This design comes from an exercise in tuning for a short achievable clock period and few clock cycles on the open sky130 flow, not from production work.
For this run, only the layout was checked, not whether the RTL still works.
No activity file was given, so power comes from the tool's default toggle rates.

**flow/run.sh**
```bash
#!/bin/bash
# synth_recipe.tcl (not shown) runs the flow's synth.tcl, then flattens the netlist and writes it again
# the make line also repeats each setting of config.mk as NAME=value (left out here)
make -C /OpenROAD-flow-scripts/flow DESIGN_CONFIG=/design/flow/config.mk WORK_HOME=/design/flow/orfs CLKGATE_MAP_FILE= SYNTH_SCRIPT=/design/flow/synth_recipe.tcl finish
```
**flow/config.mk**
```make
export PLATFORM = sky130hd
export DESIGN_NAME = cpuTop
export DESIGN_NICKNAME = cpuTop
export VERILOG_FILES = /design/flow/design.v
export SDC_FILE = /design/flow/constraint.sdc
export NUM_CORES = 4
export LEC_CHECK = 0
export ABC_CLOCK_PERIOD_IN_PS = 2500
export CAP_MARGIN = 20
export CORE_MARGIN = 2
export CORE_UTILIZATION = 55
export SETUP_SLACK_MARGIN = 3.4
export SLEW_MARGIN = 20
export TNS_END_PERCENT = 100
```
**flow/constraint.sdc**
```tcl
create_clock -name core_clock -period 6.0 [get_ports {clk}]
set_input_delay 1.2000 -clock core_clock [delete_from_list [all_inputs] [get_ports {clk}]]
set_output_delay 1.2000 -clock core_clock [all_outputs]
set_load 0.01 [all_outputs]
```
**flow/design.v**
```verilog
module aluUnit (
    input  logic [4:0]  fnHot,
    input  logic [31:0] a,
    input  logic [31:0] b,
    output logic [31:0] y
);
    logic [31:0] sum, diff;
    assign sum = a + b;
    assign diff = a - b;
    assign y = ({32{fnHot[0]}} & sum)
             | ({32{fnHot[1]}} & diff)
             | ({32{fnHot[2]}} & (a & b))
             | ({32{fnHot[3]}} & (a | b))
             | ({32{fnHot[4]}} & (a ^ b));
endmodule
module controlDecoder (
    input  logic [31:0] instr,
    output logic [20:0] word
);
    logic [2:0] op;
    logic [7:0] low;
    always_comb begin
        op = 3'd0;
        if (instr[31:26] == 6'b000000) begin
            case (instr[5:0])
                6'b100000: op = 3'd1;
                6'b100010: op = 3'd2;
                6'b100100: op = 3'd3;
                6'b100101: op = 3'd4;
                6'b100110: op = 3'd5;
                default: op = 3'd0;
            endcase
        end else if (instr[31:26] == 6'b100011) begin
            op = 3'd6;
        end else if (instr[31:26] == 6'b101011) begin
            op = 3'd7;
        end
    end
    assign low = (op == 3'd6 || op == 3'd7) ? instr[7:0] : {3'b000, instr[15:11]};
    assign word = {op, instr[25:21], instr[20:16], low};
endmodule
module registerFile (
    input  logic        clk,
    input  logic        reset,
    input  logic [4:0]  readA,
    input  logic [4:0]  readB,
    input  logic [31:1] writeHot,
    input  logic [31:0] writeData,
    output logic [31:0] dataA,
    output logic [31:0] dataB
);
    logic [31:0] regs [1:31];
    always_ff @(posedge clk) begin
        for (int i = 1; i < 32; i++) begin
            if (reset) begin
                regs[i] <= '0;
            end else if (writeHot[i]) begin
                regs[i] <= writeData;
            end
        end
    end
    function automatic logic [31:0] readPort(input logic [4:0] idx);
        readPort = 32'd0;
        for (int i = 1; i < 32; i++) begin
            if (idx == 5'(i)) begin
                readPort = writeHot[i] ? writeData : regs[i];
            end
        end
    endfunction
    always_comb begin
        dataA = readPort(readA);
        dataB = readPort(readB);
    end
endmodule
module fetchStage (
    input  logic        clk,
    input  logic        reset,
    input  logic        advance,
    input  logic        loadEnable,
    input  logic        loadToData,
    input  logic [5:0]  loadAddr,
    input  logic [31:0] loadData,
    output logic [31:0] pc,
    output logic [20:0] slot0,
    output logic [20:0] slot1
);
    localparam logic [31:0] resetPc = 32'd100;
    localparam logic [5:0] resetWord = 6'd25;
    logic [20:0] ring [64];
    logic [20:0] loadPacked;
    logic [5:0] loadSlot;
    controlDecoder predecode (
        .instr(loadData),
        .word(loadPacked)
    );
    assign loadSlot = loadAddr - resetWord;
    always_ff @(posedge clk) begin
        for (int i = 0; i < 64; i++) begin
            if (reset) begin
                if (loadEnable && !loadToData && loadSlot == 6'(i)) begin
                    ring[i] <= loadPacked;
                end
            end else if (advance) begin
                ring[i] <= ring[(i + 1) % 64];
            end
        end
    end
    assign slot0 = ring[0];
    assign slot1 = ring[1];
    always_ff @(posedge clk) begin
        if (reset) begin
            pc <= resetPc;
        end else if (advance) begin
            pc <= pc + 32'd4;
        end
    end
endmodule
module decodeStage (
    input  logic        clk,
    input  logic        reset,
    input  logic [20:0] slot0,
    input  logic [20:0] slot1,
    input  logic [31:1] wbHot,
    input  logic [31:0] wbValue,
    output logic        stall,
    output logic        exWrites,
    output logic [4:0]  exDest,
    output logic [4:0]  exFnHot,
    output logic        exFwdA,
    output logic        exFwdB,
    output logic [31:0] exOpA,
    output logic [31:0] exOpB,
    output logic [63:0] exLoadSel,
    output logic [63:0] exStoreSel
);
    localparam logic [2:0] opLoad = 3'd6;
    localparam logic [2:0] opStore = 3'd7;
    logic [20:0] next;
    logic [31:0] regA, regB;
    logic [31:0] readA, readB;
    logic hitA, hitB;
    logic [2:0] op;
    logic [4:0] rs, rt, dest;
    logic [7:0] low;
    logic isLoad, isStore, writes;
    logic [4:0] fnHot;
    logic [31:0] opA, opB;
    logic [7:0] sumRead, sumWb, addrSum;
    logic [63:0] wordHot;
    logic [2:0] op1;
    logic [4:0] rs1;
    assign next = (stall || reset) ? slot0 : slot1;
    registerFile rf (
        .clk(clk),
        .reset(reset),
        .readA(next[17:13]),
        .readB(next[12:8]),
        .writeHot(wbHot),
        .writeData(wbValue),
        .dataA(regA),
        .dataB(regB)
    );
    always_ff @(posedge clk) begin
        readA <= regA;
        readB <= regB;
        hitA <= exWrites && exDest == next[17:13];
        hitB <= exWrites && exDest == next[12:8];
    end
    assign op = slot0[20:18];
    assign rs = slot0[17:13];
    assign rt = slot0[12:8];
    assign low = slot0[7:0];
    assign isLoad = op == opLoad;
    assign isStore = op == opStore;
    assign dest = isLoad ? rt : low[4:0];
    assign writes = (isLoad || (op != 3'd0 && op != opStore)) && dest != 5'd0;
    always_comb begin
        for (int i = 0; i < 5; i++) begin
            fnHot[i] = op == 3'(i + 1);
        end
    end
    assign opA = hitA ? wbValue : readA;
    assign opB = hitB ? wbValue : readB;
    assign sumRead = readA[7:0] + low;
    assign sumWb = wbValue[7:0] + low;
    assign addrSum = hitA ? sumWb : sumRead;
    always_comb begin
        for (int i = 0; i < 64; i++) begin
            wordHot[i] = addrSum[7:2] == 6'(i);
        end
    end
    assign op1 = slot1[20:18];
    assign rs1 = slot1[17:13];
    always_ff @(posedge clk) begin
        if (reset) begin
            stall <= 1'b0;
        end else begin
            stall <= !stall && writes && (op1 == opLoad || op1 == opStore) && rs1 == dest;
        end
    end
    always_ff @(posedge clk) begin
        if (reset || stall) begin
            exWrites <= 1'b0;
            exFnHot <= '0;
            exLoadSel <= '0;
            exStoreSel <= '0;
        end else begin
            exWrites <= writes;
            exFnHot <= fnHot;
            exLoadSel <= isLoad ? wordHot : 64'd0;
            exStoreSel <= isStore ? wordHot : 64'd0;
        end
    end
    always_ff @(posedge clk) begin
        exDest <= dest;
        exFwdA <= exWrites && exDest == rs;
        exFwdB <= exWrites && exDest == rt;
        exOpA <= opA;
        exOpB <= opB;
    end
endmodule
module executeStage (
    input  logic        clk,
    input  logic        reset,
    input  logic        exWrites,
    input  logic [4:0]  exDest,
    input  logic [4:0]  exFnHot,
    input  logic        exFwdA,
    input  logic        exFwdB,
    input  logic [31:0] exOpA,
    input  logic [31:0] exOpB,
    input  logic [63:0] exLoadSel,
    input  logic [63:0] exStoreSel,
    input  logic        loadEnable,
    input  logic        loadToData,
    input  logic [5:0]  loadAddr,
    input  logic [31:0] loadData,
    output logic [31:1] wbHot,
    output logic [31:0] wbValue,
    output logic        wbEnable,
    output logic [4:0]  wbDest,
    output logic [31:0] wbData
);
    logic [31:0] result;
    logic [31:0] a, b, storeData, aluY, loadWord, y;
    assign a = exFwdA ? result : exOpA;
    assign b = exFwdB ? result : exOpB;
    assign storeData = exFwdB ? wbValue : exOpB;
    aluUnit alu (
        .fnHot(exFnHot),
        .a(a),
        .b(b),
        .y(aluY)
    );
    memoryStage memory (
        .clk(clk),
        .reset(reset),
        .loadSel(exLoadSel),
        .storeSel(exStoreSel),
        .storeData(storeData),
        .loadEnable(loadEnable),
        .loadToData(loadToData),
        .loadAddr(loadAddr),
        .loadData(loadData),
        .loadWord(loadWord)
    );
    assign y = aluY | loadWord;
    always_ff @(posedge clk) begin
        result <= y;
        wbValue <= exWrites ? y : 32'd0;
        for (int i = 1; i < 32; i++) begin
            wbHot[i] <= !reset && exWrites && exDest == 5'(i);
        end
    end
    always_ff @(posedge clk) begin
        if (reset) begin
            wbEnable <= 1'b0;
            wbDest <= 5'd0;
            wbData <= 32'd0;
        end else begin
            wbEnable <= exWrites;
            wbDest <= exDest;
            wbData <= y;
        end
    end
endmodule
module memoryStage (
    input  logic        clk,
    input  logic        reset,
    input  logic [63:0] loadSel,
    input  logic [63:0] storeSel,
    input  logic [31:0] storeData,
    input  logic        loadEnable,
    input  logic        loadToData,
    input  logic [5:0]  loadAddr,
    input  logic [31:0] loadData,
    output logic [31:0] loadWord
);
    logic [31:0] dmem [64];
    always_ff @(posedge clk) begin
        for (int i = 0; i < 64; i++) begin
            if (loadEnable && loadToData && loadAddr == 6'(i)) begin
                dmem[i] <= loadData;
            end else if (storeSel[i] && !reset) begin
                dmem[i] <= storeData;
            end
        end
    end
    always_comb begin
        loadWord = '0;
        for (int i = 0; i < 64; i++) begin
            loadWord = loadWord | ({32{loadSel[i]}} & dmem[i]);
        end
    end
endmodule
module cpuTop (
    input  logic        clk,
    input  logic        reset,
    input  logic        loadEnable,
    input  logic        loadToData,
    input  logic [5:0]  loadAddr,
    input  logic [31:0] loadData,
    output logic [31:0] pc,
    output logic        wbEnable,
    output logic [4:0]  wbDest,
    output logic [31:0] wbData
);
    logic stall;
    logic [20:0] slot0, slot1;
    logic exWrites, exFwdA, exFwdB;
    logic [4:0] exDest, exFnHot;
    logic [31:0] exOpA, exOpB;
    logic [63:0] exLoadSel, exStoreSel;
    logic [31:1] wbHot;
    logic [31:0] wbValue;
    fetchStage fetch (
        .clk(clk),
        .reset(reset),
        .advance(!stall),
        .loadEnable(loadEnable),
        .loadToData(loadToData),
        .loadAddr(loadAddr),
        .loadData(loadData),
        .pc(pc),
        .slot0(slot0),
        .slot1(slot1)
    );
    decodeStage decode (
        .clk(clk),
        .reset(reset),
        .slot0(slot0),
        .slot1(slot1),
        .wbHot(wbHot),
        .wbValue(wbValue),
        .stall(stall),
        .exWrites(exWrites),
        .exDest(exDest),
        .exFnHot(exFnHot),
        .exFwdA(exFwdA),
        .exFwdB(exFwdB),
        .exOpA(exOpA),
        .exOpB(exOpB),
        .exLoadSel(exLoadSel),
        .exStoreSel(exStoreSel)
    );
    executeStage execute (
        .clk(clk),
        .reset(reset),
        .exWrites(exWrites),
        .exDest(exDest),
        .exFnHot(exFnHot),
        .exFwdA(exFwdA),
        .exFwdB(exFwdB),
        .exOpA(exOpA),
        .exOpB(exOpB),
        .exLoadSel(exLoadSel),
        .exStoreSel(exStoreSel),
        .loadEnable(loadEnable),
        .loadToData(loadToData),
        .loadAddr(loadAddr),
        .loadData(loadData),
        .wbHot(wbHot),
        .wbValue(wbValue),
        .wbEnable(wbEnable),
        .wbDest(wbDest),
        .wbData(wbData)
    );
endmodule
```
==> run_results.csv <==
group,metric,value,unit
logic_synthesis,synthesis.area,217000,um2
clock_network,clk_path_buf_depth,4,
logic_synthesis,netlist_instances,21024,
placed_design,placedInstanceArea,229000,um2
global_routing,grt_max_degree,243,
global_routing,grt_use_total,57.7,%
logic_synthesis,synth_cell_type_count,99,
logic_synthesis,synth_seq_area_share,60.1,%
logic_synthesis,synth_top_area_share,46.9,%
clock_network,ctsHtreeMaxLevel,6,
placed_design,pre_cts_ws,0.0557,ns
floorplanning,die_x,632,um
floorplanning,fp.dieH,632,um
outcome,status,"did not finish",
logic_synthesis,synth-edff-count,3392,
logic_synthesis,yosys_most_used_dff,"edfxtp_1",
logic_synthesis,synth_top_area_cell,"edfxtp_1",
floorplanning,pin_count,112,
floorplanning,initial_core_util,55.3,%
placed_design,place_inst,25095,
logic_synthesis,synth_seq_cells,4819,
clock_network,cts_buffers,532,
placed_design,hpwl,683,mm
clock_network,clock-sinks,4819,
outcome,tool.error,"[ERROR GRT-0232] Routing congestion too high. Check the congestion heatmap in the GUI.",
logic_synthesis,yosys_warnings,9,
logic_synthesis,async_flop_share,0,%
floorplanning,rows,230,
outcome,stop_stage,"5_1_grt",
placed_design,io_buffers,109,
clock_network,cts_root_buf,"clkbuf_16",
global_routing,globalRoute.totalOverflow,7,
logic_synthesis,avgSynthCellArea,10.3,um2
logic_synthesis,yosys-top-cells-area,"edfxtp_1 (47%), dfxtp_1 (13%), nor2_1 (6.1%)",
placed_design,gp_congestion,1.10,
==> metrics by stage <==
step	power [W]	hold slack (ns)
2_1_floorplan	0.0443	0.434
3_3_place_gp	0.0486	0.449
3_5_place_dp	0.0488	0.449
4_1_cts	0.0816	0.462
==> metal layers <==
layer  track usage, %  overflow
met1             66.3         2
met4             48.9         0
met3             35.9         0
met5             10.8         0
met2             73.4         5
==> cells by family after synthesis <==
kind of cell,share of synthesized area (%)
DFF,60.1
xor gates and xnor gates,0.303
adders and majority gates,0.607
AOI/OAI and AO/OA,17.9
other,0.00173
buffers and inverters,6.31
muxes,5.18
and+or+nand+nor,9.54
==> worst max-delay path by stage <==
stage,from,endpoint,depth (start not counted)
floorplan,reset,decode.readB[28]$_DFF_P_,12
global placement,decode.exFwdB$_DFF_P_,execute.wbData[26]$_SDFF_PP0_,10
detailed placement,decode.exFwdB$_DFF_P_,execute.wbData[26]$_SDFF_PP0_,12
CTS,decode.exFwdB$_DFF_P_,execute.wbValue[30]$_SDFF_PN0_,13
==> cell usage after synthesis, drive strengths merged, types with 32 or more instances <==
library cell,instances
ha,102
a211oi,53
o22ai,390
a31oi,33
mux2,157
nor2,3519
a222oi,49
xnor2,43
a221oi,423
edfxtp,3392
a21oi,2416
nand4,154
nand2,429
a22oi,410
mux2i,946
o211ai,49
or3,37
dfxtp,1427
o21ai,1777
or4,40
xor2,32
nor2b,173
nor3,175
o221ai,104
a22o,361
clkbuf,1738
o21a,75
inv,1471
nand3,194
nor4,70
buf,365
==> power by group through the flow <==
stage               registers (W)  clock network (W)  logic (W)
CTS                        0.0383             0.0315     0.0118
detailed placement         0.0390                  0    0.00980
global placement           0.0390                  0    0.00965
floorplan                  0.0383                  0    0.00593
==> timing repair <==
action                      CTS
hold endpoints to repair      0
setup endpoints to repair  7165
hold buffers                  0
setup buffers               740
gates resized for setup    2224
pin swaps                   512
gates cloned                121
